Context: an optimization exercise on an open-source flow, tuned for small area. The choices shown serve that exercise and are no tape-out recipe.
At most, simulation tests tie the RTL to the original design; equivalence was not proved.
Function not checked in runs 5 to 7: the RTL went through the layout flow alone.
No activity file was given, so power comes from the tool's default toggle rates.

==> design/flow/design.v <==
module asr_oai221 (input logic a1, a2, b1, b2, c1, output logic y);
  assign y = ~((a1 | a2) & (b1 | b2) & c1);
endmodule
module asr_nand3 (input logic a, b, c, output logic y);
  assign y = ~(a & b & c);
endmodule
module asr_and2 (input logic a, b, output logic y);
  assign y = a & b;
endmodule
module asr_oai22 (input logic a1, a2, b1, b2, output logic y);
  assign y = ~((a1 | a2) & (b1 | b2));
endmodule
module asr_nand2 (input logic a, b, output logic y);
  assign y = ~(a & b);
endmodule
module asr_ao22 (input logic a1, a2, b1, b2, output logic y);
  assign y = (a1 & a2) | (b1 & b2);
endmodule
module asr_rcomb (input logic [7:0] p, input logic hold, r, output logic y);
  assign y = (|p) | (hold & r);
endmodule
module alt_sync_ram #(
  parameter int WIDTH         = 64,
  parameter int WIDTHAD       = 4,
  parameter int NUMWORDS      = 1 << WIDTHAD,
  parameter int WIDTH_BYTEENA = 8,
  parameter int OUTDATA_REG   = 1
) (
  input  logic                     clock0,
  input  logic                     aclr0,
  input  logic                     clocken0,
  input  logic                     wren_a,
  input  logic                     wren_b,
  input  logic                     rden_a,
  input  logic                     rden_b,
  input  logic [WIDTHAD-1:0]       address_a,
  input  logic [WIDTHAD-1:0]       address_b,
  input  logic [WIDTH-1:0]         data_a,
  input  logic [WIDTH-1:0]         data_b,
  input  logic [WIDTH_BYTEENA-1:0] byteena_a,
  input  logic [WIDTH_BYTEENA-1:0] byteena_b,
  input  logic                     addressstall_a,
  input  logic                     addressstall_b,
  output logic [WIDTH-1:0]         q_a,
  output logic [WIDTH-1:0]         q_b
);
  localparam int LANE  = WIDTH / WIDTH_BYTEENA;
  localparam int PAIRS = NUMWORDS / 2;
  logic [NUMWORDS-1:0][WIDTH-1:0] mem_n;
  logic [NUMWORDS-1:0][WIDTH-1:0] keep_n;
  logic [NUMWORDS-1:0][WIDTH-1:0] mem_n_nxt;
  logic [WIDTHAD-1:0] addr_reg_a, addr_reg_b;
  logic [WIDTHAD-1:0] raddr_a, raddr_b;
  logic [WIDTH-1:0]   rdata_a, rdata_b;
  logic [WIDTH-1:0]   rdata_a_nxt, rdata_b_nxt;
  logic [WIDTH-1:0]   q_a_nxt, q_b_nxt;
  logic [NUMWORDS-1:0] wdec_a, wdec_b;
  logic [WIDTH_BYTEENA-1:0] wbe_a, wbe_b;
  logic [NUMWORDS-1:0][WIDTH_BYTEENA-1:0] sel_a_n, sel_b_n, hold;
  logic [NUMWORDS-1:0] rsel_a_n, rsel_b_n;
  logic ren_a_n, ren_b_n;
  logic cken_n;
  assign raddr_a = addressstall_a ? addr_reg_a : address_a;
  assign raddr_b = addressstall_b ? addr_reg_b : address_b;
  assign ren_a_n = ~(clocken0 & rden_a);
  assign ren_b_n = ~(clocken0 & rden_b);
  assign cken_n  = ~clocken0;
  always_comb begin
    for (int w = 0; w < NUMWORDS; w++) begin
      wdec_a[w] = (address_a == WIDTHAD'(w));
      wdec_b[w] = (address_b == WIDTHAD'(w));
      rsel_a_n[w] = ~(~ren_a_n & (raddr_a == WIDTHAD'(w)));
      rsel_b_n[w] = ~(~ren_b_n & (raddr_b == WIDTHAD'(w)));
    end
    for (int i = 0; i < WIDTH_BYTEENA; i++) begin
      wbe_a[i] = clocken0 & wren_a & byteena_a[i];
      wbe_b[i] = clocken0 & wren_b & byteena_b[i];
    end
  end
  genvar gw, gi, gb, gk;
  generate
    for (gw = 0; gw < NUMWORDS; gw++) begin : g_word
      for (gi = 0; gi < WIDTH_BYTEENA; gi++) begin : g_lane
        asr_nand2 u_sa (.a(wdec_a[gw]), .b(wbe_a[gi]), .y(sel_a_n[gw][gi]));
        asr_nand3 u_sb (.a(wdec_b[gw]), .b(wbe_b[gi]), .c(sel_a_n[gw][gi]), .y(sel_b_n[gw][gi]));
        asr_and2  u_h  (.a(sel_a_n[gw][gi]), .b(sel_b_n[gw][gi]), .y(hold[gw][gi]));
      end
      for (gb = 0; gb < WIDTH; gb++) begin : g_bit
        asr_nand2 u_keep (.a(hold[gw][gb/LANE]), .b(mem_n[gw][gb]), .y(keep_n[gw][gb]));
        asr_oai221 u_next (
          .a1(sel_a_n[gw][gb/LANE]), .a2(data_a[gb]),
          .b1(sel_b_n[gw][gb/LANE]), .b2(data_b[gb]),
          .c1(keep_n[gw][gb]),
          .y(mem_n_nxt[gw][gb])
        );
      end
    end
    for (gb = 0; gb < WIDTH; gb++) begin : g_rd
      logic [PAIRS-1:0] pa, pb;
      for (gk = 0; gk < PAIRS; gk++) begin : g_pair
        asr_oai22 u_pa (
          .a1(rsel_a_n[2*gk]),   .a2(mem_n[2*gk][gb]),
          .b1(rsel_a_n[2*gk+1]), .b2(mem_n[2*gk+1][gb]), .y(pa[gk])
        );
        asr_oai22 u_pb (
          .a1(rsel_b_n[2*gk]),   .a2(mem_n[2*gk][gb]),
          .b1(rsel_b_n[2*gk+1]), .b2(mem_n[2*gk+1][gb]), .y(pb[gk])
        );
      end
      asr_rcomb u_ra (.p(pa), .hold(ren_a_n), .r(rdata_a[gb]), .y(rdata_a_nxt[gb]));
      asr_rcomb u_rb (.p(pb), .hold(ren_b_n), .r(rdata_b[gb]), .y(rdata_b_nxt[gb]));
      asr_ao22  u_qa (.a1(clocken0), .a2(rdata_a[gb]), .b1(cken_n), .b2(q_a[gb]), .y(q_a_nxt[gb]));
      asr_ao22  u_qb (.a1(clocken0), .a2(rdata_b[gb]), .b1(cken_n), .b2(q_b[gb]), .y(q_b_nxt[gb]));
    end
  endgenerate
  always_ff @(posedge clock0) begin
    mem_n <= mem_n_nxt;
  end
  always_ff @(posedge clock0) begin
    if (clocken0) begin
      addr_reg_a <= raddr_a;
      addr_reg_b <= raddr_b;
    end
  end
  always_ff @(posedge clock0 or posedge aclr0) begin
    if (aclr0) begin
      rdata_a <= '0;
      rdata_b <= '0;
    end else begin
      rdata_a <= rdata_a_nxt;
      rdata_b <= rdata_b_nxt;
    end
  end
  generate
    if (OUTDATA_REG != 0) begin : g_outreg
      always_ff @(posedge clock0 or posedge aclr0) begin
        if (aclr0) begin
          q_a <= '0;
          q_b <= '0;
        end else begin
          q_a <= q_a_nxt;
          q_b <= q_b_nxt;
        end
      end
    end else begin : g_outcomb
      assign q_a = rdata_a;
      assign q_b = rdata_b;
    end
  endgenerate
endmodule
==> design/flow/flow/run.sh <==
#!/bin/bash
# Layout flow: the standard flow (standard.sh) with two changes.
#  1. After the standard synthesis, the or-and-invert cells that ABC sized up inside the one-gate
#     modules go back to drive strength 1; later repair steps size them up again where timing
#     or slew needs it. Registers are not touched.
#  2. Ports are buffered with the smallest buffer instead of a delay cell.
# Each make run writes its full output to a log file here; ORFS keeps its per-step logs under
# orfs/logs.
set -euo pipefail
R=orfs/results/${FLOW_PLATFORM:-sky130hd}/alt_sync_ram/base

bash standard.sh synth > run_synth.log 2>&1

sed -i -E 's/\bsky130_fd_sc_hd__o221ai_2\b/sky130_fd_sc_hd__o221ai_1/g' "$R/1_2_yosys.v"
grep -c "sky130_fd_sc_hd__o221ai_1 " "$R/1_2_yosys.v" > run_resize.log || true

bash standard.sh "BUFFER_PORTS_ARGS=-buffer_cell sky130_fd_sc_hd__buf_1" finish > run_layout.log 2>&1
==> design/flow/standard.sh <==
#!/bin/bash
# synth_recipe.tcl (not shown) runs the flow's synth.tcl, then flattens the netlist and writes it again
# the make line also repeats each setting of config.mk as NAME=value (left out here)
make -C /OpenROAD-flow-scripts/flow DESIGN_CONFIG=/design/flow/config.mk WORK_HOME=/design/flow/orfs CLKGATE_MAP_FILE= SYNTH_SCRIPT=/design/flow/synth_recipe.tcl "${@:-finish}"
==> design/flow/config.mk <==
export PLATFORM = sky130hd
export DESIGN_NAME = alt_sync_ram
export DESIGN_NICKNAME = alt_sync_ram
export VERILOG_FILES = /design/flow/design.v
export SDC_FILE = /design/flow/constraint.sdc
export NUM_CORES = 4
export LEC_CHECK = 0
export CAP_MARGIN = 20
export CORE_MARGIN = 2
export CORE_UTILIZATION = 40
export SLEW_MARGIN = 20
export SYNTH_HIERARCHICAL = 1
==> design/flow/constraint.sdc <==
create_clock -name core_clock -period 4.0 [get_ports {clock0}]
set_input_delay 0.8000 -clock core_clock [delete_from_list [all_inputs] [get_ports {clock0}]]
set_output_delay 0.8000 -clock core_clock [all_outputs]
set_load 0.01 [all_outputs]
==> results of run 1 <==
-- worst max path at each step --
stage,from,endpoint,cells past startpoint
2_1_floorplan,aclr0,q_a[0],1
3_3_place_gp,clocken0,rdata_b[41],10
3_5_place_dp,clocken0,rdata_b[41],10
4_1_cts,clocken0,rdata_b[61],10
5_1_grt,wren_a,mem_n[611],8
6_report,wren_a,mem_n[97],9
-- registers in the layout (all words and copies together) (netlist names) --
signal,count
rdata_b,64
mem_n,1024
rdata_a,64
addr_reg_b,4
addr_reg_a,4
q_a,64
q_b,64
-- final cells by class --
type | count | area [um2] | share of cell area, %
multi-input combinational | 4224 | 26100 | 40.3
timing repair buffer | 639 | 4490 | 6.93
clock inverter | 42 | 586 | 0.904
sequential | 1288 | 27100 | 41.9
antenna | 14 | 35.0 | 0.0541
clock buffer | 217 | 4210 | 6.49
tap | 1755 | 2200 | 3.39
inverter | 10 | 48.8 | 0.0753
-- per-layer routing --
layer	GRT usage, %	part of all wire [%]	vias up
met2	52.4	42	4688
li1	-	-	24806
met4	19.3	6.0	8
met1	48.3	39	28654
met5	0	0.021	-
met3	12.0	14	912
-- stage by stage --
| step | power, W | util [%] | setup TNS, ns | area (um2) |
|---|---|---|---|---|
| 2_1_floorplan | 0.0212 | - | -43.94 | 53000 |
| 3_3_place_gp | 0.0237 | 45.6 | 0 | 59900 |
| 3_5_place_dp | 0.0239 | 45.6 | 0 | 59900 |
| 4_1_cts | 0.0375 | 49.2 | 0 | 64700 |
| 5_1_grt | 0.0390 | 49.3 | 0 | 64800 |
| 6_report | 0.0376 | 49.3 | 0 | 64800 |
-- placed cells by master, fill, tap and decap left out, types with 8 or more instances in the layout --
cell / count
sky130_fd_sc_hd__clkbuf_1: 38
sky130_fd_sc_hd__nand2b_1: 9
sky130_fd_sc_hd__nor4_1: 256
sky130_fd_sc_hd__buf_1: 284
sky130_fd_sc_hd__nor3_2: 15
sky130_fd_sc_hd__edfxtp_1: 8
sky130_fd_sc_hd__clkbuf_16: 142
sky130_fd_sc_hd__nand3_1: 256
sky130_fd_sc_hd__clkinv_2: 16
sky130_fd_sc_hd__nand2_1: 1292
sky130_fd_sc_hd__o221ai_1: 1024
sky130_fd_sc_hd__and3_1: 16
sky130_fd_sc_hd__nand2_4: 30
sky130_fd_sc_hd__and2_1: 128
sky130_fd_sc_hd__o22ai_1: 1028
sky130_fd_sc_hd__bufinv_16: 10
sky130_fd_sc_hd__a22o_1: 128
sky130_fd_sc_hd__buf_12: 60
sky130_fd_sc_hd__dfxtp_1: 1024
sky130_fd_sc_hd__nor2_1: 9
sky130_fd_sc_hd__clkbuf_8: 37
sky130_fd_sc_hd__diode_2: 14
sky130_fd_sc_hd__buf_4: 288
sky130_fd_sc_hd__dfrtp_1: 256
sky130_fd_sc_hd__nor2_2: 11
-- critical path: stages --
cell	delay, ns
sky130_fd_sc_hd__buf_1	0.47
sky130_fd_sc_hd__buf_4	0.39
sky130_fd_sc_hd__and3_1	0.56
sky130_fd_sc_hd__nand2_1	0.48
sky130_fd_sc_hd__nand3_1	0.22
sky130_fd_sc_hd__buf_4	0.23
sky130_fd_sc_hd__and2_1	0.48
sky130_fd_sc_hd__nand2_1	0.12
sky130_fd_sc_hd__o221ai_1	0.09
-- report_power, final --
group | internal, W | leakage (nW) | switching, W
clock | 0.00793 | 2.35 | 0.00574
sequential | 0.0160 | 11.7 | 0.00266
combinational | 0.00238 | 11.1 | 0.00297
==> summary.md, run 1 <==
* critical setup path kind: in -> reg
* Worst Setup Start Kind: input pin
* maximum clock frequency: 317 MHz
* worst rel slew slack: 17.1%
* Data arrival, critical path: 3.87 ns
* Root Driver: sky130_fd_sc_hd__clkbuf_16
* worst path setup slack after routing: 0.842 ns
* final global-route overflow total: 0
* count of nets after finishing: 6464
* Starting DRT DRC Count: 8316
* number of vias after detailed routing: 59068
* setup clock skew after layout: 0.0329 ns
* core region area: 131000 um2
* final number of hold-violating endpoints: 0
* Syn Inst Count: 5531
* pin count of the biggest net entering global routing: 78
* initial antenna violation count: 14
* reg-to-reg endpoint: rdata_b[18]
* Layout Area Growth over Synthesis: 22.3%
* htree depth: 4
* share of layout cells above drive strength 1: 10.2%
* vias in the first global route: 54935
* combined area of all synthesized cells: 53000 um2
* Finish-stage setup viols: 0
* clock latency on the worst-skew pair: 0.81 ns
* CTS buffer count: 140
* unrepaired setup endpoints after global routing: false
* final instance count without filler cells: 8189
* dpl hpwl: 174000 um
* maximum ir drop on the vdd rail: 0.416 mV
* clk slew on worst S/H paths: 0.06 ns
* number of clock sinks: 1288
* detail-routed via count per cell: 7.21
* worst-case clock buffer depth: 3
* startpoint of the worst-slack reg-to-reg timing path: addr_reg_b[2]
* run status: complete, no violations
* setup slack at placement: 0.229 ns
* fin. max-slew vios: 0
* number of hold-repair buffers added at the cts stage: 0
* die height: 368 um
* ANT nets after route: 0
* effective utilization at floorplan: 40.3%
* leakage power summed over all cells: 25.2 nW
* Min Clock Period, post-route: 3.16 ns
* number of port buffers: 288
* Cell Pwr Density: 581 nW/um2
* data required time of the worst path: 4.71 ns
* detailed-routing iteration count for the pre-antenna-repair pass: 9
* FILL cells: 12408
* average cell area after synthesis: 9.58 um2
* per-cell routed wire length: 31.5 um
* global routing usage summed across all routing layers: 36.4%
* max-cap check violation count: 0
* cells on worst reg2reg path: 8
* horizontal die dimension: 368 um
* aggregate routed wire length: 258000 um
* maximum fanout encountered on the critical timing path: 16
* die area: 135000 um2
* number of cell rows: 133
* flop2flop setup slack: 1.22 ns
* transition time at the pin with the least slew margin: 1.23 ns
* worst slack on hold paths: 0.0653 ns
* yosys warns: 7
* post-route fraction of the period consumed by the critical path: 78.9%
* number of DRC violations after detailed routing: 0
* # resized after CTS: 0
* post-synthesis net count: 5692
* number of post-CTS setup repair buffers: 0
* TritonCTS clock tree: yes
* type of element capturing the critical path: flop
* wire length of the first global-routing pass: 373000 um
* routability-driven placement congestion ratio: 0.991
* Placed Instances: 7914
* IO Pins: 289
* type of the most critical hold path: in -> async
==> run 2, diff against run 1 <==
--- a/design/flow/flow/run.sh
+++ b/design/flow/flow/run.sh
@@ -14,4 +14,6 @@
 sed -i -E 's/\bsky130_fd_sc_hd__o221ai_2\b/sky130_fd_sc_hd__o221ai_1/g' "$R/1_2_yosys.v"
 grep -c "sky130_fd_sc_hd__o221ai_1 " "$R/1_2_yosys.v" > run_resize.log || true
 
-bash standard.sh "BUFFER_PORTS_ARGS=-buffer_cell sky130_fd_sc_hd__buf_1" finish > run_layout.log 2>&1
+bash standard.sh "BUFFER_PORTS_ARGS=-buffer_cell sky130_fd_sc_hd__buf_1" \
+  "CTS_ARGS=-sink_clustering_enable -repair_clock_nets -dont_use_dummy_load -buf_list {sky130_fd_sc_hd__clkbuf_8}" \
+  finish > run_layout.log 2>&1
--- a/design/flow/config.mk
+++ b/design/flow/config.mk
@@ -5,8 +5,8 @@
 export SDC_FILE = /design/flow/constraint.sdc
 export NUM_CORES = 4
 export LEC_CHECK = 0
-export CAP_MARGIN = 20
+export CAP_MARGIN = 0
 export CORE_MARGIN = 2
 export CORE_UTILIZATION = 40
-export SLEW_MARGIN = 20
+export SLEW_MARGIN = 0
 export SYNTH_HIERARCHICAL = 1
==> summary.md, run 2 <==
* die area: 135000 um2
* final standard cell area without fillers: 62900 um2
* post-route fraction of the period consumed by the critical path: 74.2%
* ANT nets after route: 0
* cell with the largest stage delay on the worst path: sky130_fd_sc_hd__and3_1
* effective utilization at floorplan: 40.3%
* maximum fanout encountered on the critical timing path: 16
* clock latency on the worst-skew pair: 0.99 ns
* number of DRC violations after detailed routing: 0
* worst path setup slack after routing: 1.03 ns
* global routing usage summed across all routing layers: 36.5%
* Core Util, Final: 47.9%
* highest metal layer with signal wires: met5
* maximum clock frequency: 337 MHz
* critical setup path kind: in -> reg
* horizontal die dimension: 368 um
* final number of hold-violating endpoints: 0
* type of the most critical hold path: in -> reg
* Finish-stage setup viols: 0
* Detail Route met3 WL: 37000 um
* Hold Crit Start: address_a[2]
* maximum ir drop on the vdd rail: 0.346 mV
* Root Driver: sky130_fd_sc_hd__clkbuf_8
* Hold Path Cell Cnt: 3
* share of layout cells above drive strength 1: 10.0%
* IO Pins: 289
* type of element capturing the critical path: flop
* number of vias after detailed routing: 58908
* worst rel slew slack: 12.6%
* Detail Route met2 WL: 106000 um
* setup TNS: 0 ns
* Worst Setup Start Kind: input pin
* transition time at the pin with the least slew margin: 1.31 ns
* detailed-routing iteration count for the pre-antenna-repair pass: 9
* vias in the first global route: 55368
* clk slew on worst S/H paths: 0.07 ns
* leakage power summed over all cells: 24.3 nW
* flip-flop count of the largest register after layout: 1024
* average cell area after synthesis: 9.58 um2
* dpl hpwl: 174000 um
* most frequent cells in the layout: sky130_fd_sc_hd__nand2_1, sky130_fd_sc_hd__o22ai_1, sky130_fd_sc_hd__o221ai_1, sky130_fd_sc_hd__dfxtp_1, sky130_fd_sc_hd__buf_4
* cell-by-cell listing of the critical path: buf_1, buf_4, and3_1, nand2_1, nand3_1, buf_4, and2_1, nand2_1, o221ai_1
* hold endpoint: addr_reg_a[2]
* yosys warns: 7
* final global-route overflow total: 0
* initial antenna violation count: 20
* detail-routed via count per cell: 7.24
* most common cell after layout, fill and taps aside: sky130_fd_sc_hd__nand2_1
* die height: 368 um
* Layout Area Growth over Synthesis: 18.8%
* post-synthesis net count: 5692
* setup clock skew after layout: 0.0799 ns
* placed cell area: 59900 um2
* startpoint of the worst-slack reg-to-reg timing path: addr_reg_b[2]
* number of port buffers: 288
* wire length of the first global-routing pass: 373000 um
* Total Power Consumption: 0.0337 W
* per-cell routed wire length: 31.7 um
* peak per-stage delay on the critical path: 0.53 ns
* data required time of the worst path: 4.85 ns
* Syn Inst Count: 5531
* reg-to-reg endpoint: rdata_b[18]
* count of nets after finishing: 6537
* number of clock sinks: 1288
* flop2flop setup slack: 1.14 ns
* worst-case clock buffer depth: 3
* Cell Pwr Density: 536 nW/um2
* setup slack at placement: 0.214 ns
* run status: complete, no violations
* unrepaired setup endpoints after global routing: false
* number of cell rows: 133
* Starting DRT DRC Count: 7984
* htree depth: 4
* Data arrival, critical path: 3.82 ns
* fin. max-slew vios: 0
* Min Clock Period, post-route: 2.97 ns
* cells on worst reg2reg path: 8
* CTS buffer count: 215
* core region area: 131000 um2
* routed length on met1: 98900 um
* TritonCTS clock tree: yes
* Biggest register: mem_n
* routability-driven placement congestion ratio: 0.991
* max-cap check violation count: 0
* aggregate routed wire length: 258000 um
* combined area of all synthesized cells: 53000 um2
* pin count of the biggest net entering global routing: 78
-- run 2: per-stage QoR --
stage	instances	hold slack (ns)
3_5_place_dp	7913	0.472
2_1_floorplan	5531	0.456
6_report	8139	0.310
4_1_cts	8129	0.246
3_3_place_gp	7913	0.466
5_1_grt	8133	0.304
-- run 2: worst max-delay path by stage --
stage / cells past startpoint / startpoint / end / slack [ns]
global route: 8 / wren_a / mem_n[612] / 1.04
detailed placement: 10 / clocken0 / rdata_b[62] / 0.21
finish: 9 / wren_a / mem_n[101] / 1.03
floorplan: 1 / aclr0 / q_a[0] / -0.17
CTS: 8 / addr_reg_b[0] / rdata_b[62] / 1.23
global placement: 10 / clocken0 / rdata_b[41] / 0.29
-- run 2: area by class of cell --
cell class / instances / area, um2
fillers: 12510 / 68500
flip-flops and latches: 1288 / 27100
multi-input cells: 4224 / 26100
repair buffers: 637 / 4460
clock buffers: 215 / 2960
well taps: 1755 / 2200
inverters: 10 / 48.8
diodes: 10 / 25.0
-- run 2: power by group --
group,total [W],internal (W),switching (W),leakage [nW]
Sequential,0.0186,0.0160,0.00266,11.7
Combinational,0.00534,0.00238,0.00296,11.1
Clock,0.00976,0.00469,0.00507,1.55
Total,0.0337,0.0230,0.0107,24.3
-- run 2: critical path: cells and delay by family --
family	cells	cell delay [ns]
buffers and inverters	3	1.07
AND/OR/NAND/NOR	5	1.84
AO/OA/AOI/OAI	1	0.08
-- run 2: what timing repair did --
item / in CTS / in global routing
hold buffers: 1 / 0
buffers inserted: 0 / 0
resized for setup: 0 / 0
hold endpoints to repair: 18 / 0
-- run 2: metal layers --
layer / track usage (%) / vias up
li1: - / 24786
met1: 47.7 / 28379
met2: 51.6 / 4757
met3: 13.1 / 972
met4: 20.8 / 14
met5: 0 / -
==> run 3, diff against run 2 <==
--- a/design/flow/flow/run.sh
+++ b/design/flow/flow/run.sh
@@ -15,5 +15,5 @@
 grep -c "sky130_fd_sc_hd__o221ai_1 " "$R/1_2_yosys.v" > run_resize.log || true
 
 bash standard.sh "BUFFER_PORTS_ARGS=-buffer_cell sky130_fd_sc_hd__buf_1" \
-  "CTS_ARGS=-sink_clustering_enable -repair_clock_nets -dont_use_dummy_load -buf_list {sky130_fd_sc_hd__clkbuf_8}" \
+  "CTS_ARGS=-sink_clustering_enable -repair_clock_nets -dont_use_dummy_load -buf_list {sky130_fd_sc_hd__clkbuf_4 sky130_fd_sc_hd__clkbuf_8}" \
   finish > run_layout.log 2>&1
--- a/design/flow/config.mk
+++ b/design/flow/config.mk
@@ -7,6 +7,6 @@
 export LEC_CHECK = 0
 export CAP_MARGIN = 0
 export CORE_MARGIN = 2
-export CORE_UTILIZATION = 40
+export CORE_UTILIZATION = 60
 export SLEW_MARGIN = 0
 export SYNTH_HIERARCHICAL = 1
==> summary.md, run 3 <==
* yosys warns: 7
* per-cell routed wire length: 32.1 um
* placed cell area: 59300 um2
* routability-driven placement congestion ratio: 1.03
* setup TNS: 0 ns
* average cell area after synthesis: 9.58 um2
* detailed-routing iteration count for the pre-antenna-repair pass: 9
* post-synthesis net count: 5692
* IO Pins: 289
* number of port buffers: 288
* final standard cell area without fillers: 62100 um2
* unrepaired setup endpoints after global routing: false
* htree depth: 4
* cell with the largest stage delay on the worst path: sky130_fd_sc_hd__nor3_1
* Root Driver: sky130_fd_sc_hd__clkbuf_8
* Worst Setup Start Kind: input pin
* pin count of the biggest net entering global routing: 83
* max-cap check violation count: 0
* horizontal die dimension: 301 um
* number of vias after detailed routing: 60932
* cells on worst reg2reg path: 7
* wire length of the first global-routing pass: 354000 um
* cell-by-cell listing of the critical path: clkbuf_4, nand2_4, nor3_1, nand2_4, buf_4, buf_4, o22ai_1, nor4_1, nand3_1
* maximum clock frequency: 324 MHz
* maximum ir drop on the vdd rail: 0.446 mV
* core region area: 87200 um2
* ANT nets after route: 0
* clock latency on the worst-skew pair: 0.91 ns
* detail-routed via count per cell: 8.05
* vias in the first global route: 56650
* fin. max-slew vios: 0
* sequential share of power: 56.2%
* Total Power Consumption: 0.0331 W
* Hold Path Cell Cnt: 3
* global routing usage summed across all routing layers: 51.5%
* die area: 90700 um2
* CTS buffer count: 201
* combined area of all synthesized cells: 53000 um2
* data required time of the worst path: 4.82 ns
* number of DRC violations after detailed routing: 0
* worst slack on hold paths: 0.407 ns
* Switching Share: 31.3%
* internal power: 0.0227 W
* share of layout cells above drive strength 1: 10.3%
* Syn Inst Count: 5531
* number of cell rows: 108
* Min Clock Period, post-route: 3.09 ns
* Finish-stage setup viols: 0
* # resized after CTS: 0
* Switching Power: 0.0104 W
* TritonCTS clock tree: yes
* number of clock sinks: 1288
* transition time at the pin with the least slew margin: 1.28 ns
* type of element capturing the critical path: flop
* die height: 301 um
* dpl hpwl: 160000 um
* final global-route overflow total: 0
* clock group share of total power: 27.8%
* most frequent cells in the layout: sky130_fd_sc_hd__nand2_1, sky130_fd_sc_hd__o22ai_1, sky130_fd_sc_hd__o221ai_1, sky130_fd_sc_hd__dfxtp_1, sky130_fd_sc_hd__buf_4
* Data arrival, critical path: 3.90 ns
* leakage power summed over all cells: 24.3 nW
* aggregate routed wire length: 243000 um
* type of the most critical hold path: in -> reg
* combinational cell fraction of total power: 16.0%
* maximum fanout encountered on the critical timing path: 21
* Cell Pwr Density: 533 nW/um2
* flip-flop count of the largest register after layout: 1024
* final number of hold-violating endpoints: 0
* post-route fraction of the period consumed by the critical path: 77.1%
* critical setup path kind: in -> reg
* most common cell after layout, fill and taps aside: sky130_fd_sc_hd__nand2_1
* setup clock skew after layout: 0.0279 ns
* effective utilization at floorplan: 60.8%
* worst-case clock buffer depth: 3
* final instance count without filler cells: 7569
* Biggest register: mem_n
* peak per-stage delay on the critical path: 0.76 ns
* number of post-CTS setup repair buffers: 0
* Layout Area Growth over Synthesis: 17.2%
* Starting DRT DRC Count: 9943
* run status: complete, no violations
* clk slew on worst S/H paths: 0.06 ns
* worst rel slew slack: 14.5%
* count of nets after finishing: 6555
* Placed Instances: 7345
* initial antenna violation count: 20
==> run 3: per-stage QoR <==
step | worst slack, ns | util, %
final | 0.915 | 71.2
after global routing | 0.969 | 71.2
after CTS | 1.17 | 71.2
after detailed placement | 0.329 | 68.0
after global placement | 0.373 | 68.0
after floorplan | -0.172 | -
==> run 3: worst max-delay path, delay by kind of cell <==
| family | cells | cell delay [ns] |
|---|---|---|
| AO/OA/AOI/OAI | 1 | 0.17 |
| buffers and inverters | 3 | 1.15 |
| AND/OR/NAND/NOR | 5 | 1.75 |
==> run 3: final cells by class <==
type | instances | area (um2)
multi-input cells | 4224 | 26100
fillers | 6866 | 25100
flip-flops and latches | 1288 | 27100
diodes | 22 | 55.1
well taps | 1155 | 1450
clock buffers | 201 | 2770
repair buffers | 669 | 4540
inverters | 10 | 48.8
==> run 3: timing repair <==
| action | 4_1_cts | 5_1_grt |
|---|---|---|
| hold buffers | 1 | 0 |
| hold endpoints to repair | 21 | 0 |
| setup endpoints to repair | 0 | 0 |
==> run 3: final timing paths <==
check                                   start             to  slack [ns]
worst min register to register     mem_n[378]     mem_n[378]        0.49
worst min-delay path             address_a[2]  addr_reg_a[2]        0.41
min in group asynchronous               aclr0    rdata_b[54]        0.53
worst max-delay path                 clocken0    rdata_a[47]        0.91
max in group asynchronous               aclr0    rdata_a[15]        2.52
worst max register to register  addr_reg_b[1]    rdata_b[45]        1.00
==> run 3: metal layers <==
metal	wire length (um)	up-vias	global-route usage, %
met2	96800	6049	72.3
met4	21000	20	34.8
met5	281	-	0
met3	41800	1623	21.6
met1	83300	28417	64.2
li1	-	24823	-
==> run 3: power by group through the flow <==
stage	clock network, W	logic, W	registers, W
floorplan	0	0.00328	0.0179
global placement	0	0.00487	0.0186
detailed placement	0	0.00510	0.0187
CTS	0.00912	0.00513	0.0184
global route	0.00966	0.00578	0.0189
finish	0.00920	0.00530	0.0186
==> run 4, diff against run 3 <==
--- a/design/flow/design.v
+++ b/design/flow/design.v
@@ -60,11 +60,15 @@
   logic [NUMWORDS-1:0] rsel_a_n, rsel_b_n;
   logic ren_a_n, ren_b_n;
   logic cken_n;
+  logic rclr_a, rclr_b;
+  logic qld_a, qld_b;
   assign raddr_a = addressstall_a ? addr_reg_a : address_a;
   assign raddr_b = addressstall_b ? addr_reg_b : address_b;
   assign ren_a_n = ~(clocken0 & rden_a);
   assign ren_b_n = ~(clocken0 & rden_b);
   assign cken_n  = ~clocken0;
+  assign qld_a   = clocken0 & ~rclr_a;
+  assign qld_b   = clocken0 & ~rclr_b;
   always_comb begin
     for (int w = 0; w < NUMWORDS; w++) begin
       wdec_a[w] = (address_a == WIDTHAD'(w));
@@ -109,8 +113,8 @@
       end
       asr_rcomb u_ra (.p(pa), .hold(ren_a_n), .r(rdata_a[gb]), .y(rdata_a_nxt[gb]));
       asr_rcomb u_rb (.p(pb), .hold(ren_b_n), .r(rdata_b[gb]), .y(rdata_b_nxt[gb]));
-      asr_ao22  u_qa (.a1(clocken0), .a2(rdata_a[gb]), .b1(cken_n), .b2(q_a[gb]), .y(q_a_nxt[gb]));
-      asr_ao22  u_qb (.a1(clocken0), .a2(rdata_b[gb]), .b1(cken_n), .b2(q_b[gb]), .y(q_b_nxt[gb]));
+      asr_ao22  u_qa (.a1(qld_a), .a2(rdata_a[gb]), .b1(cken_n), .b2(q_a[gb]), .y(q_a_nxt[gb]));
+      asr_ao22  u_qb (.a1(qld_b), .a2(rdata_b[gb]), .b1(cken_n), .b2(q_b[gb]), .y(q_b_nxt[gb]));
     end
   endgenerate
   always_ff @(posedge clock0) begin
@@ -122,13 +126,17 @@
       addr_reg_b <= raddr_b;
     end
   end
+  always_ff @(posedge clock0) begin
+    rdata_a <= rdata_a_nxt;
+    rdata_b <= rdata_b_nxt;
+  end
   always_ff @(posedge clock0 or posedge aclr0) begin
     if (aclr0) begin
-      rdata_a <= '0;
-      rdata_b <= '0;
+      rclr_a <= 1'b1;
+      rclr_b <= 1'b1;
     end else begin
-      rdata_a <= rdata_a_nxt;
-      rdata_b <= rdata_b_nxt;
+      if (~ren_a_n) rclr_a <= 1'b0;
+      if (~ren_b_n) rclr_b <= 1'b0;
     end
   end
   generate
==> design/flow/flow/run.sh (replaced) <==
#!/bin/bash
# Layout flow: the standard flow (standard.sh) with these changes.
#  1. After the standard synthesis, the or-and-invert cells that ABC sized up inside the one-gate
#     modules go back to drive strength 1; later repair steps size them up again where timing
#     or slew needs it. Registers are not touched.
#  2. Ports are buffered with the smallest buffer instead of a delay cell.
#  3. Clock tree: clkbuf_8 buffers, larger sink clusters, no dummy loads.
# Each make run writes its full output to a log file here; ORFS keeps its per-step logs under
# orfs/logs.
set -euo pipefail
R=orfs/results/${FLOW_PLATFORM:-sky130hd}/alt_sync_ram/base

bash standard.sh synth > run_synth.log 2>&1

sed -i -E 's/\bsky130_fd_sc_hd__o221ai_2\b/sky130_fd_sc_hd__o221ai_1/g' "$R/1_2_yosys.v"
grep -c "sky130_fd_sc_hd__o221ai_1 " "$R/1_2_yosys.v" > run_resize.log || true

CTS="-sink_clustering_enable -repair_clock_nets -dont_use_dummy_load"
CTS="$CTS -buf_list {sky130_fd_sc_hd__clkbuf_8} -sink_clustering_size 15 -sink_clustering_max_diameter 60"
bash standard.sh "BUFFER_PORTS_ARGS=-buffer_cell sky130_fd_sc_hd__buf_1" "CTS_ARGS=$CTS" \
  finish > run_layout.log 2>&1
--- a/design/flow/config.mk
+++ b/design/flow/config.mk
@@ -7,6 +7,8 @@
 export LEC_CHECK = 0
 export CAP_MARGIN = 0
 export CORE_MARGIN = 2
-export CORE_UTILIZATION = 60
+export CORE_UTILIZATION = 40
+export GPL_TIMING_DRIVEN = 0
+export SETUP_SLACK_MARGIN = 0.3
 export SLEW_MARGIN = 0
 export SYNTH_HIERARCHICAL = 1
==> summary.md, run 4 <==
* run status: complete, no violations
* Finish-stage setup viols: 0
* clk slew on worst S/H paths: 0.10 ns
* final number of hold-violating endpoints: 0
* most common cell after layout, fill and taps aside: sky130_fd_sc_hd__nand2_1
* Min Clock Period, post-route: 3.78 ns
* number of post-CTS setup repair buffers: 0
* global routing usage summed across all routing layers: 36.3%
* Data arrival, critical path: 4.43 ns
* flip-flop count of the largest register after layout: 1024
* setup TNS: 0 ns
* number of DRC violations after detailed routing: 0
* unrepaired setup endpoints after global routing: true
* cell-by-cell listing of the critical path: clkbuf_4, nand2_8, nor2_1, nand3_4, buf_16, o22ai_1, nor4_1, nand3_1
* initial antenna violation count: 20
* critical setup path kind: in -> reg
* number of vias after detailed routing: 57755
* transition time at the pin with the least slew margin: 1.41 ns
* htree depth: 3
* pin count of the biggest net entering global routing: 71
* average cell area after synthesis: 9.46 um2
* Biggest register: mem_n
* cell with the largest stage delay on the worst path: sky130_fd_sc_hd__nor4_1
* aggregate routed wire length: 257000 um
* most frequent cells in the layout: sky130_fd_sc_hd__nand2_1, sky130_fd_sc_hd__dfxtp_1, sky130_fd_sc_hd__o22ai_1, sky130_fd_sc_hd__o221ai_1, sky130_fd_sc_hd__buf_1
* Core Util, Final: 45.9%
* die area: 134000 um2
* fin. max-slew vios: 0
* IO Pins: 289
* yosys warns: 7
* clock latency on the worst-skew pair: 0.87 ns
* die height: 366 um
* Total Power Consumption: 0.0307 W
* final global-route overflow total: 0
* Worst Setup Start Kind: input pin
* Root Driver: sky130_fd_sc_hd__clkbuf_8
* dpl hpwl: 164000 um
* TritonCTS clock tree: yes
* count of nets after finishing: 6190
* CTS buffer count: 120
* Cell Pwr Density: 515 nW/um2
* max-cap check violation count: 0
* Layout Area Growth over Synthesis: 13.6%
* type of the most critical hold path: in -> reg
* data required time of the worst path: 4.65 ns
* maximum clock frequency: 264 MHz
* setup clock skew after layout: 0.0823 ns
* leakage power summed over all cells: 22.2 nW
* per-cell routed wire length: 33.1 um
* detailed-routing iteration count for the pre-antenna-repair pass: 10
* horizontal die dimension: 366 um
* post-route fraction of the period consumed by the critical path: 94.5%
* peak per-stage delay on the critical path: 0.88 ns
* routability-driven placement congestion ratio: 0.893
* Starting DRT DRC Count: 9170
* type of element capturing the critical path: flop
* maximum fanout encountered on the critical timing path: 70
* number of cell rows: 132
* effective utilization at floorplan: 40.4%
* vias in the first global route: 54742
* core region area: 130000 um2
* worst rel slew slack: 5.69%
* worst-case clock buffer depth: 3
* Syn Inst Count: 5537
* ANT nets after route: 0
* maximum ir drop on the vdd rail: 0.336 mV
* number of port buffers: 280
* combined area of all synthesized cells: 52400 um2
* share of layout cells above drive strength 1: 5.14%
* number of clock sinks: 1290
* post-synthesis net count: 5698
* detail-routed via count per cell: 7.42
* wire length of the first global-routing pass: 371000 um
==> run 4: repair_timing <==
action                                  in CTS  in global routing
hold endpoints to repair                     1                  0
gates resized for setup                      2                  5
cloned                                       0                  1
pin swaps                                    0                  1
hold buffers                                 1                  0
endpoints found under the setup margin      30                 34
==> run 4: final cells by class <==
| cell class | instances | area (um2) |
|---|---|---|
| plain buffers | 9 | 81.3 |
| well taps | 1742 | 2180 |
| multi-input cells | 4229 | 26200 |
| fillers | 12594 | 70300 |
| inverters | 10 | 47.5 |
| flip-flops and latches | 1290 | 26600 |
| repair buffers | 369 | 2790 |
| diodes | 11 | 27.5 |
| clock buffers | 120 | 1650 |
==> run 4: report_power, final <==
group / switching, W / total (W) / leakage, nW / internal [W]
Combinational: 0.00293 / 0.00526 / 10.1 / 0.00233
Sequential: 0.00231 / 0.0183 / 11.3 / 0.0160
Clock: 0.00448 / 0.00713 / 0.863 / 0.00265
Total: 0.00972 / 0.0307 / 22.2 / 0.0209
==> run 4: routing by layer <==
layer / vias to the layer above / GRT usage, % / wire length [um] / part of all wire (%)
met5: - / 0.142 / 111 / 0.043
met4: 16 / 20.1 / 16800 / 6.5
met3: 1178 / 13.9 / 36400 / 14
met2: 4771 / 53.2 / 108000 / 42
met1: 27683 / 45.6 / 96100 / 37
li1: 24107 / - / - / -
==> run 4: worst paths after layout <==
check	start	depth (start not counted)	endpoint	slack [ns]
max in group asynchronous	aclr0	5	q_a[61]	2.83
worst max-delay path	clocken0	8	rdata_b[32]	0.22
min in group asynchronous	aclr0	3	q_a[15]	0.42
worst min register to register	rdata_b[58]	1	q_b[58]	0.47
worst max register to register	addr_reg_a[3]	7	rdata_a[39]	0.60
worst min-delay path	addressstall_b	3	addr_reg_b[2]	0.39
==> run 4: per-stage QoR <==
stage / hold slack, ns / worst slack [ns] / cell area, um2 / instances
after floorplan: 0.439 / -0.853 / 52400 / 5537
after global placement: 0.458 / -8.42 / 55700 / 7559
after detailed placement: 0.460 / -0.654 / 57800 / 7647
after CTS: 0.342 / 0.367 / 59500 / 7768
after global routing: 0.401 / 0.277 / 59500 / 7772
final: 0.389 / 0.218 / 59500 / 7780
==> run 4: worst max-delay path, delay by kind of cell <==
| family | cells | cell delay (ns) |
|---|---|---|
| buf+inv | 2 | 0.69 |
| compound gates | 1 | 0.13 |
| simple gates | 5 | 2.69 |
==> run 5, diff against run 4 <==
--- a/design/flow/design.v
+++ b/design/flow/design.v
@@ -4,8 +4,17 @@
 module asr_nand3 (input logic a, b, c, output logic y);
   assign y = ~(a & b & c);
 endmodule
-module asr_and2 (input logic a, b, output logic y);
-  assign y = a & b;
+module asr_inv (input logic a, output logic y);
+  assign y = ~a;
+endmodule
+module asr_nor2 (input logic a, b, output logic y);
+  assign y = ~(a | b);
+endmodule
+module asr_nor3 (input logic a, b, c, output logic y);
+  assign y = ~(a | b | c);
+endmodule
+module asr_aoi22 (input logic a1, a2, b1, b2, output logic y);
+  assign y = ~((a1 & a2) | (b1 & b2));
 endmodule
 module asr_oai22 (input logic a1, a2, b1, b2, output logic y);
   assign y = ~((a1 | a2) & (b1 | b2));
@@ -49,6 +58,7 @@
   logic [NUMWORDS-1:0][WIDTH-1:0] mem_n;
   logic [NUMWORDS-1:0][WIDTH-1:0] keep_n;
   logic [NUMWORDS-1:0][WIDTH-1:0] mem_n_nxt;
+  genvar gw;
   logic [WIDTHAD-1:0] addr_reg_a, addr_reg_b;
   logic [WIDTHAD-1:0] raddr_a, raddr_b;
   logic [WIDTH-1:0]   rdata_a, rdata_b;
@@ -69,25 +79,60 @@
   assign cken_n  = ~clocken0;
   assign qld_a   = clocken0 & ~rclr_a;
   assign qld_b   = clocken0 & ~rclr_b;
-  always_comb begin
-    for (int w = 0; w < NUMWORDS; w++) begin
-      wdec_a[w] = (address_a == WIDTHAD'(w));
-      wdec_b[w] = (address_b == WIDTHAD'(w));
-      rsel_a_n[w] = ~(~ren_a_n & (raddr_a == WIDTHAD'(w)));
-      rsel_b_n[w] = ~(~ren_b_n & (raddr_b == WIDTHAD'(w)));
-    end
+  always_comb
     for (int i = 0; i < WIDTH_BYTEENA; i++) begin
       wbe_a[i] = clocken0 & wren_a & byteena_a[i];
       wbe_b[i] = clocken0 & wren_b & byteena_b[i];
     end
-  end
-  genvar gw, gi, gb, gk;
+  logic [3:0][WIDTHAD-1:0] dec_in, dec_in_n;
+  assign dec_in = {raddr_b, raddr_a, address_b, address_a};
+  logic [1:0][3:0] wlo_n, whi_n, rlo, rhi;
+  logic [1:0] ren;
+  assign ren = {~ren_b_n, ~ren_a_n};
+  genvar gp, gj, gx;
+  generate
+    for (gx = 0; gx < 4; gx++) begin : g_ainv
+      for (gj = 0; gj < WIDTHAD; gj++) begin : g_bit
+        asr_inv u_inv (.a(dec_in[gx][gj]), .y(dec_in_n[gx][gj]));
+      end
+    end
+    for (gp = 0; gp < 2; gp++) begin : g_pdec
+      for (gj = 0; gj < 4; gj++) begin : g_q
+        asr_nand2 u_wlo (
+          .a(gj[0] ? dec_in[gp][0] : dec_in_n[gp][0]),
+          .b(gj[1] ? dec_in[gp][1] : dec_in_n[gp][1]), .y(wlo_n[gp][gj])
+        );
+        asr_nand2 u_whi (
+          .a(gj[0] ? dec_in[gp][2] : dec_in_n[gp][2]),
+          .b(gj[1] ? dec_in[gp][3] : dec_in_n[gp][3]), .y(whi_n[gp][gj])
+        );
+        asr_nor2 u_rlo (
+          .a(gj[0] ? dec_in_n[gp+2][0] : dec_in[gp+2][0]),
+          .b(gj[1] ? dec_in_n[gp+2][1] : dec_in[gp+2][1]), .y(rlo[gp][gj])
+        );
+        asr_nor3 u_rhi (
+          .a(gj[0] ? dec_in_n[gp+2][2] : dec_in[gp+2][2]),
+          .b(gj[1] ? dec_in_n[gp+2][3] : dec_in[gp+2][3]),
+          .c(~ren[gp]), .y(rhi[gp][gj])
+        );
+      end
+    end
+    for (gw = 0; gw < NUMWORDS; gw++) begin : g_dec
+      asr_nor2  u_wdec_a (.a(wlo_n[0][gw % 4]), .b(whi_n[0][gw / 4]), .y(wdec_a[gw]));
+      asr_nor2  u_wdec_b (.a(wlo_n[1][gw % 4]), .b(whi_n[1][gw / 4]), .y(wdec_b[gw]));
+      asr_nand2 u_rsel_a (.a(rlo[0][gw % 4]),   .b(rhi[0][gw / 4]),   .y(rsel_a_n[gw]));
+      asr_nand2 u_rsel_b (.a(rlo[1][gw % 4]),   .b(rhi[1][gw / 4]),   .y(rsel_b_n[gw]));
+    end
+  endgenerate
+  genvar gi, gb, gk;
   generate
     for (gw = 0; gw < NUMWORDS; gw++) begin : g_word
       for (gi = 0; gi < WIDTH_BYTEENA; gi++) begin : g_lane
         asr_nand2 u_sa (.a(wdec_a[gw]), .b(wbe_a[gi]), .y(sel_a_n[gw][gi]));
         asr_nand3 u_sb (.a(wdec_b[gw]), .b(wbe_b[gi]), .c(sel_a_n[gw][gi]), .y(sel_b_n[gw][gi]));
-        asr_and2  u_h  (.a(sel_a_n[gw][gi]), .b(sel_b_n[gw][gi]), .y(hold[gw][gi]));
+        asr_aoi22 u_h (
+          .a1(wdec_a[gw]), .a2(wbe_a[gi]), .b1(wdec_b[gw]), .b2(wbe_b[gi]), .y(hold[gw][gi])
+        );
       end
       for (gb = 0; gb < WIDTH; gb++) begin : g_bit
         asr_nand2 u_keep (.a(hold[gw][gb/LANE]), .b(mem_n[gw][gb]), .y(keep_n[gw][gb]));
--- a/design/flow/flow/run.sh
+++ b/design/flow/flow/run.sh
@@ -1,6 +1,6 @@
 #!/bin/bash
 # Layout flow: the standard flow (standard.sh) with these changes.
-#  1. After the standard synthesis, the or-and-invert cells that ABC sized up inside the one-gate
+#  1. After the standard synthesis, the o221ai, nor3 and a22oi cells that ABC sized up inside the one-gate
 #     modules go back to drive strength 1; later repair steps size them up again where timing
 #     or slew needs it. Registers are not touched.
 #  2. Ports are buffered with the smallest buffer instead of a delay cell.
@@ -12,7 +12,7 @@
 
 bash standard.sh synth > run_synth.log 2>&1
 
-sed -i -E 's/\bsky130_fd_sc_hd__o221ai_2\b/sky130_fd_sc_hd__o221ai_1/g' "$R/1_2_yosys.v"
+sed -i -E 's/\bsky130_fd_sc_hd__(o221ai|nor3|a22oi)_2\b/sky130_fd_sc_hd__\1_1/g' "$R/1_2_yosys.v"
 grep -c "sky130_fd_sc_hd__o221ai_1 " "$R/1_2_yosys.v" > run_resize.log || true
 
 CTS="-sink_clustering_enable -repair_clock_nets -dont_use_dummy_load"
--- a/design/flow/config.mk
+++ b/design/flow/config.mk
@@ -9,6 +9,6 @@
 export CORE_MARGIN = 2
 export CORE_UTILIZATION = 40
 export GPL_TIMING_DRIVEN = 0
-export SETUP_SLACK_MARGIN = 0.3
+export SETUP_SLACK_MARGIN = 0.5
 export SLEW_MARGIN = 0
 export SYNTH_HIERARCHICAL = 1
==> summary.md, run 5 <==
* pin count of the biggest net entering global routing: 76
* Setup crit start: clocken0
* type of element capturing the critical path: flop
* FILL cells: 12666
* number of cell rows: 132
* transition time at the pin with the least slew margin: 1.56 ns
* critical setup path kind: in -> reg
* setup clock skew after layout: 0.0946 ns
* yosys warns: 7
* causes of the layout check failure: max-capacitance violations, max-slew violations
* number of vias after detailed routing: 57067
* share of layout cells above drive strength 1: 4.87%
* clk slew on worst S/H paths: 0.10 ns
* cell with the largest stage delay on the worst path: sky130_fd_sc_hd__nor4_1
* ANT nets after route: 0
* horizontal die dimension: 366 um
* per-cell routed wire length: 31.8 um
* flop2flop setup slack: 0.94 ns
* effective utilization at floorplan: 40.4%
* number of hold-repair buffers added at the cts stage: 0
* Root Driver: sky130_fd_sc_hd__clkbuf_8
* maximum ir drop on the vdd rail: 0.321 mV
* Syn Inst Count: 5532
* count of nets after finishing: 6162
* average cell area after synthesis: 9.47 um2
* global routing usage summed across all routing layers: 34.8%
* routability-driven placement congestion ratio: 0.897
* grt met2 use: 52.5%
* TritonCTS clock tree: yes
* final number of hold-violating endpoints: 0
* core region area: 130000 um2
* max-cap check violation count: 1
* cell-by-cell listing of the critical path: buf_2, buf_6, nand2_4, buf_16, nor3_4, nand2_4, buf_16, o22ai_1, nor4_1, nand3_1
* unrepaired setup endpoints after global routing: false
* htree depth: 3
* initial antenna violation count: 15
* detailed-routing iteration count for the pre-antenna-repair pass: 7
* combined area of all synthesized cells: 52400 um2
* peak per-stage delay on the critical path: 0.76 ns
* final instance count without filler cells: 7752
* worst-case clock buffer depth: 3
* fin. max-slew vios: 9
* number of clock sinks: 1290
* post-route fraction of the period consumed by the critical path: 91.6%
* wire length of the first global-routing pass: 360000 um
* Total Power Consumption: 0.0308 W
* data required time of the worst path: 4.69 ns
* aggregate routed wire length: 246000 um
* post-synthesis net count: 5693
* clock latency on the worst-skew pair: 0.89 ns
* Starting DRT DRC Count: 8139
* Biggest register: mem_n
* die area: 134000 um2
* worst path setup slack after routing: 0.336 ns
* number of post-CTS setup repair buffers: 0
* Top Usage Layer GRT: met2
* most frequent cells in the layout: sky130_fd_sc_hd__nand2_1, sky130_fd_sc_hd__dfxtp_1, sky130_fd_sc_hd__o22ai_1, sky130_fd_sc_hd__o221ai_1, sky130_fd_sc_hd__buf_1
* Min Clock Period, post-route: 3.66 ns
* largest delay contributor family on the critical path: simple AND/OR/NAND/NOR gates
* leakage power summed over all cells: 21.9 nW
* count of buffer and inverter cells on the critical path: 4
* most common cell after layout, fill and taps aside: sky130_fd_sc_hd__nand2_1
* setup TNS: 0 ns
* placed cell area: 57600 um2
* maximum fanout encountered on the critical timing path: 44
* number of DRC violations after detailed routing: 0
* IO Pins: 289
* number of port buffers: 288
* GR Layer Usage met3: 11.1%
* Placed Instances: 7625
* flip-flop count of the largest register after layout: 1024
* final global-route overflow total: 0
* run status: failed layout checks
* die height: 366 um
* worst rel slew slack: -4.23%
* global routing met1 resource utilization: 44.3%
* final standard cell area without fillers: 59300 um2
* vias in the first global route: 54408
* maximum clock frequency: 273 MHz
* Layout Area Growth over Synthesis: 13.2%
* Cell Pwr Density: 518 nW/um2
* startpoint of the worst-slack reg-to-reg timing path: addr_reg_b[1]
* dpl hpwl: 161000 um
* Finish-stage setup viols: 0
* detail-routed via count per cell: 7.36
* Data arrival, critical path: 4.36 ns
* setup slack at placement: -1.09 ns
* CTS buffer count: 116
* Worst Setup Start Kind: input pin
* type of the most critical hold path: in -> async
-- run 5: power by group --
part	leakage (nW)	internal, W	switching [W]
registers	11.3	0.0160	0.00241
clock network	0.834	0.00257	0.00449
logic	9.86	0.00233	0.00297
-- run 5: area by class of cell --
cell class,instances,area [um2],area share (%)
antenna,11,27.5,0.0464
buffer,2,22.5,0.0380
clock buffer,116,1600,2.69
inverter,18,76.3,0.129
multi-input combinational,4222,26300,44.3
sequential,1290,26600,44.8
tap,1742,2180,3.67
timing repair buffer,351,2610,4.40
-- run 5: path summary, 6_finish.rpt --
| kind | endpoint | cells after the start |
|---|---|---|
| worst max-delay path | rdata_a[5] | 10 |
| worst min-delay path | q_b[9] | 2 |
| worst max register to register | rdata_b[0] | 8 |
| worst min register to register | q_b[34] | 1 |
| max in group asynchronous | q_a[34] | 4 |
| min in group core_clock | rclr_a | 2 |
-- run 5: what timing repair did --
action	4_1_cts	5_1_grt
endpoints found under the setup margin	175	171
gates resized for setup	11	13
hold endpoints to repair	0	0
-- run 5: metal layers --
layer | vias up | routed length [um]
met1 | 27570 | 93600
met5 | - | 82
met2 | 4304 | 107000
li1 | 24230 | -
met3 | 949 | 31700
met4 | 14 | 14200
-- run 5: worst reg2reg max path: stages, from the launching register on --
cell and delay (ns):
sky130_fd_sc_hd__edfxtp_1 0.37, sky130_fd_sc_hd__mux2_2 0.31, sky130_fd_sc_hd__inv_1 0.08, sky130_fd_sc_hd__nor2_1 0.17
sky130_fd_sc_hd__nand2_4 0.53, sky130_fd_sc_hd__buf_12 0.35, sky130_fd_sc_hd__o22ai_1 0.15, sky130_fd_sc_hd__nor4_1 0.77
sky130_fd_sc_hd__nand3_1 0.16
-- run 5: metrics by stage --
step / hold WS (ns) / utilization, %
2_1_floorplan: 0.439 / -
3_3_place_gp: 0.456 / 42.9
3_5_place_dp: 0.460 / 44.4
4_1_cts: 0.0349 / 45.6
5_1_grt: 0.0948 / 45.7
6_report: 0.0577 / 45.7
==> run 6, diff against run 5 <==
--- a/design/flow/config.mk
+++ b/design/flow/config.mk
@@ -5,10 +5,10 @@
 export SDC_FILE = /design/flow/constraint.sdc
 export NUM_CORES = 4
 export LEC_CHECK = 0
-export CAP_MARGIN = 0
+export CAP_MARGIN = 15
 export CORE_MARGIN = 2
 export CORE_UTILIZATION = 40
 export GPL_TIMING_DRIVEN = 0
 export SETUP_SLACK_MARGIN = 0.5
-export SLEW_MARGIN = 0
+export SLEW_MARGIN = 15
 export SYNTH_HIERARCHICAL = 1
==> summary.md, run 6 <==
* run status: complete, no violations
* count of nets after finishing: 6156
* detail-routed via count per cell: 7.34
* yosys warns: 7
* clock latency on the worst-skew pair: 0.86 ns
* number of DRC violations after detailed routing: 0
* IO Pins: 289
* cell with the largest stage delay on the worst path: sky130_fd_sc_hd__nor4_1
* post-synthesis net count: 5693
* vias in the first global route: 54268
* type of the most critical hold path: in -> reg
* critical setup path kind: in -> reg
* placed cell area: 57600 um2
* die area: 134000 um2
* initial antenna violation count: 13
* number of port buffers: 288
* horizontal die dimension: 366 um
* routability-driven placement congestion ratio: 0.897
* clk slew on worst S/H paths: 0.09 ns
* maximum fanout encountered on the critical timing path: 36
* aggregate routed wire length: 246000 um
* most common cell after layout, fill and taps aside: sky130_fd_sc_hd__nand2_1
* Layout Area Growth over Synthesis: 13.2%
* detailed-routing iteration count for the pre-antenna-repair pass: 10
* Data arrival, critical path: 4.27 ns
* post-route fraction of the period consumed by the critical path: 89.4%
* final global-route overflow total: 0
* Root Driver: sky130_fd_sc_hd__clkbuf_8
* worst rel slew slack: 15.7%
* pin count of the biggest net entering global routing: 76
* GR Layer Usage met3: 10.6%
* Cell Pwr Density: 517 nW/um2
* global routing usage summed across all routing layers: 34.8%
* final standard cell area without fillers: 59300 um2
* number of post-CTS setup repair buffers: 0
* number of cell rows: 132
* grt met2 use: 52.5%
* Biggest register: mem_n
* number of vias after detailed routing: 56834
* ANT nets after route: 0
* setup clock skew after layout: 0.0569 ns
* transition time at the pin with the least slew margin: 1.26 ns
* die height: 366 um
* Starting DRT DRC Count: 8432
* peak per-stage delay on the critical path: 0.71 ns
* final number of hold-violating endpoints: 0
* unrepaired setup endpoints after global routing: false
* average cell area after synthesis: 9.47 um2
* Finish-stage setup viols: 0
* share of layout cells above drive strength 1: 4.69%
* Top Usage Layer GRT: met2
* leakage power summed over all cells: 21.9 nW
* flip-flop count of the largest register after layout: 1024
* Total Power Consumption: 0.0307 W
* dpl hpwl: 160000 um
* fin. max-slew vios: 0
* number of clock sinks: 1290
* Worst Setup Start Kind: input pin
* wire length of the first global-routing pass: 360000 um
* per-cell routed wire length: 31.7 um
* combined area of all synthesized cells: 52400 um2
* type of element capturing the critical path: flop
* maximum ir drop on the vdd rail: 0.305 mV
* Min Clock Period, post-route: 3.57 ns
* TritonCTS clock tree: yes
* maximum clock frequency: 280 MHz
* htree depth: 3
* effective utilization at floorplan: 40.4%
* worst-case clock buffer depth: 3
* core region area: 130000 um2
* data required time of the worst path: 4.69 ns
* Syn Inst Count: 5532
* most frequent cells in the layout: sky130_fd_sc_hd__nand2_1, sky130_fd_sc_hd__dfxtp_1, sky130_fd_sc_hd__o22ai_1, sky130_fd_sc_hd__o221ai_1, sky130_fd_sc_hd__buf_1
* global routing met1 resource utilization: 44.6%
* CTS buffer count: 114
* cell-by-cell listing of the critical path: buf_2, buf_6, nand2_8, buf_16, nor3_4, nand2_4, buf_12, o22ai_1, nor4_1, nand3_1
* max-cap check violation count: 0
## run 6: cell types whose count changed in the layout (fill, tap and decap cells not counted), moves of 3 or more
cell                     change
sky130_fd_sc_hd__nor4_1      +4
sky130_fd_sc_hd__nor3_4      -3
sky130_fd_sc_hd__nor3_2      +3
sky130_fd_sc_hd__nor2_2     -23
sky130_fd_sc_hd__buf_8      -11
sky130_fd_sc_hd__nor4_2      -4
sky130_fd_sc_hd__buf_12      +6
sky130_fd_sc_hd__nor2_4     +23
## run 6: where the power goes
group,switching [W],internal (W)
Combinational,0.00297,0.00233
Clock,0.00447,0.00252
Sequential,0.00240,0.0160
Total,0.00984,0.0208
## run 6: final timing paths
check                              start     endpoint  slack, ns  depth (start not counted)
min in group asynchronous          aclr0      q_b[30]       0.53                          3
setup reg to reg           addr_reg_b[1]  rdata_b[28]       0.93                          8
max in group asynchronous          aclr0      q_b[56]       2.59                          5
hold reg to reg              rdata_a[42]  rdata_a[42]       0.47                          2
hold / removal                    rden_a       rclr_a       0.20                          2
setup / recovery                clocken0  rdata_b[28]       0.43                         10
## run 6: timing repair
| item | in CTS | in global routing |
|---|---|---|
| gates resized for setup | 10 | 4 |
| hold endpoints to repair | 18 | 0 |
| pin swaps | 0 | 0 |
| endpoints found under the setup margin | 128 | 49 |
| hold buffers | 1 | 0 |
## run 6: area by class of cell
| type | instances | area [um2] |
|---|---|---|
| Inverter | 18 | 76.3 |
| Clock buffer | 114 | 1570 |
| Antenna cell | 12 | 30.0 |
| Multi-Input combinational cell | 4222 | 26300 |
| Fill cell | 12579 | 70500 |
| Timing Repair Buffer | 347 | 2560 |
| Tap cell | 1742 | 2180 |
| Buffer | 2 | 22.5 |
| Sequential cell | 1290 | 26600 |
## run 6: layer usage
layer | routed length, um | vias up
met4 | 15000 | 10
met1 | 92600 | 27176
li1 | - | 24222
met5 | 65 | -
met3 | 32700 | 1015
met2 | 105000 | 4411
## run 6: stage by stage
stage,setup TNS [ns],util (%),instances,setup WS [ns],hold slack (ns)
global route,0,45.7,7738,0.519,0.182
CTS,0,45.7,7734,0.524,0.142
finish,0,45.7,7747,0.425,0.200
detailed placement,-92.76,44.4,7619,-1.06,0.460
global placement,-1567.02,42.9,7562,-5.09,0.456
floorplan,0,-,5532,0.333,0.439
## run 6: worst max-delay path, delay by kind of cell
| kind | cells | cell delay [ns] |
|---|---|---|
| compound gates | 1 | 0.16 |
| buf+inv | 4 | 1.28 |
| simple gates | 5 | 1.86 |
==> run 7, diff against run 6 <==
--- a/design/flow/flow/run.sh
+++ b/design/flow/flow/run.sh
@@ -4,7 +4,7 @@
 #     modules go back to drive strength 1; later repair steps size them up again where timing
 #     or slew needs it. Registers are not touched.
 #  2. Ports are buffered with the smallest buffer instead of a delay cell.
-#  3. Clock tree: clkbuf_8 buffers, larger sink clusters, no dummy loads.
+#  3. Clock tree: clkbuf_16 buffers, larger sink clusters, no dummy loads.
 # Each make run writes its full output to a log file here; ORFS keeps its per-step logs under
 # orfs/logs.
 set -euo pipefail
@@ -16,6 +16,6 @@
 grep -c "sky130_fd_sc_hd__o221ai_1 " "$R/1_2_yosys.v" > run_resize.log || true
 
 CTS="-sink_clustering_enable -repair_clock_nets -dont_use_dummy_load"
-CTS="$CTS -buf_list {sky130_fd_sc_hd__clkbuf_8} -sink_clustering_size 15 -sink_clustering_max_diameter 60"
+CTS="$CTS -buf_list {sky130_fd_sc_hd__clkbuf_16} -sink_clustering_size 30 -sink_clustering_max_diameter 80"
 bash standard.sh "BUFFER_PORTS_ARGS=-buffer_cell sky130_fd_sc_hd__buf_1" "CTS_ARGS=$CTS" \
   finish > run_layout.log 2>&1
==> summary.md, run 7 <==
* type of the most critical hold path: in -> async
* run status: complete, no violations
* detail-routed via count per cell: 7.38
* number of vias after detailed routing: 56764
* per-cell routed wire length: 31.9 um
* horizontal die dimension: 366 um
* Core Util, Final: 45.7%
* final global-route overflow total: 0
* pin count of the biggest net entering global routing: 76
* Worst Setup Start Kind: input pin
* post-synthesis net count: 5693
* count of buffer and inverter cells on the critical path: 4
* Cell Pwr Density: 517 nW/um2
* worst rel slew slack: 15.8%
* routability-driven placement congestion ratio: 0.897
* termination of the worst setup path: rdata_a[4]
* Starting DRT DRC Count: 8694
* critical setup path kind: in -> reg
* IO Pins: 289
* vias in the first global route: 53819
* cell-by-cell listing of the critical path: buf_2, buf_6, nand2_4, buf_12, nor3_4, nand2_4, buf_16, o22ai_1, nor4_1, nand3_1
* clock latency on the worst-skew pair: 0.76 ns
* effective utilization at floorplan: 40.4%
* htree depth: 2
* combined area of all synthesized cells: 52400 um2
* ANT nets after route: 0
* Crit path top cell by count: sky130_fd_sc_hd__nand2_4
* Biggest register: mem_n
* cells on worst reg2reg path: 8
* maximum fanout encountered on the critical timing path: 40
* number of DRC violations after detailed routing: 0
* fin. max-slew vios: 0
* detailed-routing iteration count for the pre-antenna-repair pass: 9
* Syn Inst Count: 5532
* unrepaired setup endpoints after global routing: false
* average cell area after synthesis: 9.47 um2
* die height: 366 um
* maximum clock frequency: 275 MHz
* transition time at the pin with the least slew margin: 1.26 ns
* most frequent cells in the layout: sky130_fd_sc_hd__nand2_1, sky130_fd_sc_hd__dfxtp_1, sky130_fd_sc_hd__o22ai_1, sky130_fd_sc_hd__o221ai_1, sky130_fd_sc_hd__buf_1
* max-cap check violation count: 0
* dpl hpwl: 160000 um
* CTS buffer count: 60
* final number of hold-violating endpoints: 0
* clk slew on worst S/H paths: 0.12 ns
* cell with the largest stage delay on the worst path: sky130_fd_sc_hd__nor4_1
* count of nets after finishing: 6101
* setup clock skew after layout: 0.0558 ns
* post-route fraction of the period consumed by the critical path: 90.7%
* number of cell rows: 132
* final standard cell area without fillers: 59400 um2
* initial antenna violation count: 16
* data required time of the worst path: 4.58 ns
* leakage power summed over all cells: 21.8 nW
* type of element capturing the critical path: flop
* flip-flop count of the largest register after layout: 1024
* wire length of the first global-routing pass: 358000 um
* global routing usage summed across all routing layers: 34.5%
* number of port buffers: 288
* Finish-stage setup viols: 0
* aggregate routed wire length: 246000 um
* startpoint of the worst-slack reg-to-reg timing path: addr_reg_a[0]
* core region area: 130000 um2
* reg-to-reg endpoint: rdata_a[4]
* Setup crit start: clocken0
* FILL cells: 12536
* worst-case clock buffer depth: 3
* number of clock sinks: 1290
* Levels on crit path: 10
* yosys warns: 7
* Data arrival, critical path: 4.21 ns
* maximum ir drop on the vdd rail: 0.403 mV
* peak per-stage delay on the critical path: 0.75 ns
* TritonCTS clock tree: yes
* largest delay contributor family on the critical path: simple AND/OR/NAND/NOR gates
* Root Driver: sky130_fd_sc_hd__clkbuf_16
* placed cell area: 57600 um2
* flop2flop setup slack: 0.89 ns
* share of layout cells above drive strength 1: 3.94%
* most common cell after layout, fill and taps aside: sky130_fd_sc_hd__nand2_1
* Min Clock Period, post-route: 3.63 ns
* Layout Area Growth over Synthesis: 13.3%
* die area: 134000 um2
## run 7: how the worst min path moves through the flow
stage	slack [ns]	cells past startpoint	end	from
6_report	0.09	2	q_a[8]	aclr0
5_1_grt	0.12	2	q_a[8]	aclr0
4_1_cts	0.08	2	q_a[30]	aclr0
3_5_place_dp	0.46	2	rdata_a[42]	rdata_a[42]
3_3_place_gp	0.46	2	rdata_b[43]	rdata_b[43]
2_1_floorplan	0.44	2	rdata_a[0]	rdata_a[0]
## run 7: where the power goes
group / internal [W] / total [W] / switching (W) / leakage, nW
logic: 0.00234 / 0.00532 / 0.00299 / 9.81
clock network: 0.00267 / 0.00702 / 0.00434 / 0.739
registers: 0.0160 / 0.0184 / 0.00241 / 11.3
## run 7: final cells by class
type	instances	area, um2	area share (%)
clock buffer	60	1500	2.53
sequential	1290	26600	44.7
multi-input combinational	4222	26400	44.5
antenna	13	32.5	0.0548
inverter	18	76.3	0.129
tap	1742	2180	3.67
timing repair buffer	346	2560	4.31
buffer	2	22.5	0.0379
## run 7: worst register-to-register path: stages, from the launching register on
cell                       delay, ns
sky130_fd_sc_hd__edfxtp_1       0.38
sky130_fd_sc_hd__mux2_2         0.31
sky130_fd_sc_hd__inv_1          0.13
sky130_fd_sc_hd__nor2_1         0.21
sky130_fd_sc_hd__nand2_4        0.46
sky130_fd_sc_hd__buf_16         0.38
sky130_fd_sc_hd__o22ai_1        0.15
sky130_fd_sc_hd__nor4_1         0.75
sky130_fd_sc_hd__nand3_1        0.19
## run 7: through the flow
stage / TNS, ns / hold WS, ns / power [W] / setup slack [ns] / cells
floorplan: 0 / 0.439 / 0.0213 / 0.333 / 5532
global placement: -1567.02 / 0.456 / 0.0234 / -5.09 / 7562
detailed placement: -92.76 / 0.460 / 0.0237 / -1.06 / 7619
CTS: 0 / 0.0778 / 0.0306 / 0.584 / 7680
global route: 0 / 0.121 / 0.0321 / 0.506 / 7682
finish: 0 / 0.0914 / 0.0307 / 0.370 / 7693
## run 7: layer usage
layer  up-vias  share of wire, %  global-route usage (%)  wire (um)
li1      24136                 -                       -          -
met1     27349                38                    44.2      92600
met2      4338                44                    53.0     107000
met3       921                13                    10.3      32300
met4        20               5.5                    16.9      13600
met5         -             0.066                   0.285        163
## run 7: timing repair
action                     CTS  global route
hold buffers                 0             0
resized for setup           16            14
setup buffers                1             0
setup endpoints to repair  128            77

static timing again, ports no longer ideal:
The results above use ideal ports. As a check the final layouts listed here were re-extracted and re-timed, cells and wires unchanged.
Step 1: set_driving_cell puts a clkbuf_16 on clock0 and a buf_2 on each other input, an assumption about the parent block.
Step 2 times the ports against the registers' clock, not the clock port: input delays grow and output delays shrink by t, the midpoint of the rising clock arrivals with the driver on.
a / b / c = ideal ports / drivers / drivers and shift; a / b = the first two.
run | t, ns | slack for setup (ns) | hold slack, ns | clock arrival spread, ns | worst slew at a driven data input, ns
run 1 | 0.882 | 0.842 / 0.901 / 0.019 | 0.065 / 0.001 / 0.488 | 0.036 / 0.036 | 0.22
run 2 | 1.034 | 1.032 / 1.092 / 0.057 | 0.310 / 0.325 / 0.491 | 0.085 / 0.085 | 0.21
run 3 | 0.965 | 0.915 / 0.860 / -0.105 | 0.407 / 0.434 / 0.487 | 0.041 / 0.042 | 0.18
run 4 | 0.899 | 0.218 / 0.234 / -0.665 | 0.389 / 0.364 / 0.471 | 0.090 / 0.090 | 0.19
run 5 | 0.912 | 0.336 / 0.389 / -0.524 | 0.058 / 0.007 / 0.421 | 0.115 / 0.115 | 0.19
run 6 | 0.918 | 0.425 / 0.479 / -0.439 | 0.200 / 0.160 / 0.473 | 0.075 / 0.075 | 0.24
run 7 | 0.805 | 0.370 / 0.425 / -0.381 | 0.091 / 0.039 / 0.468 | 0.068 / 0.067 | 0.21
The setup slack of run 3, which loses most, moves by -0.055 ns with the drivers and by -1.020 ns with both steps.
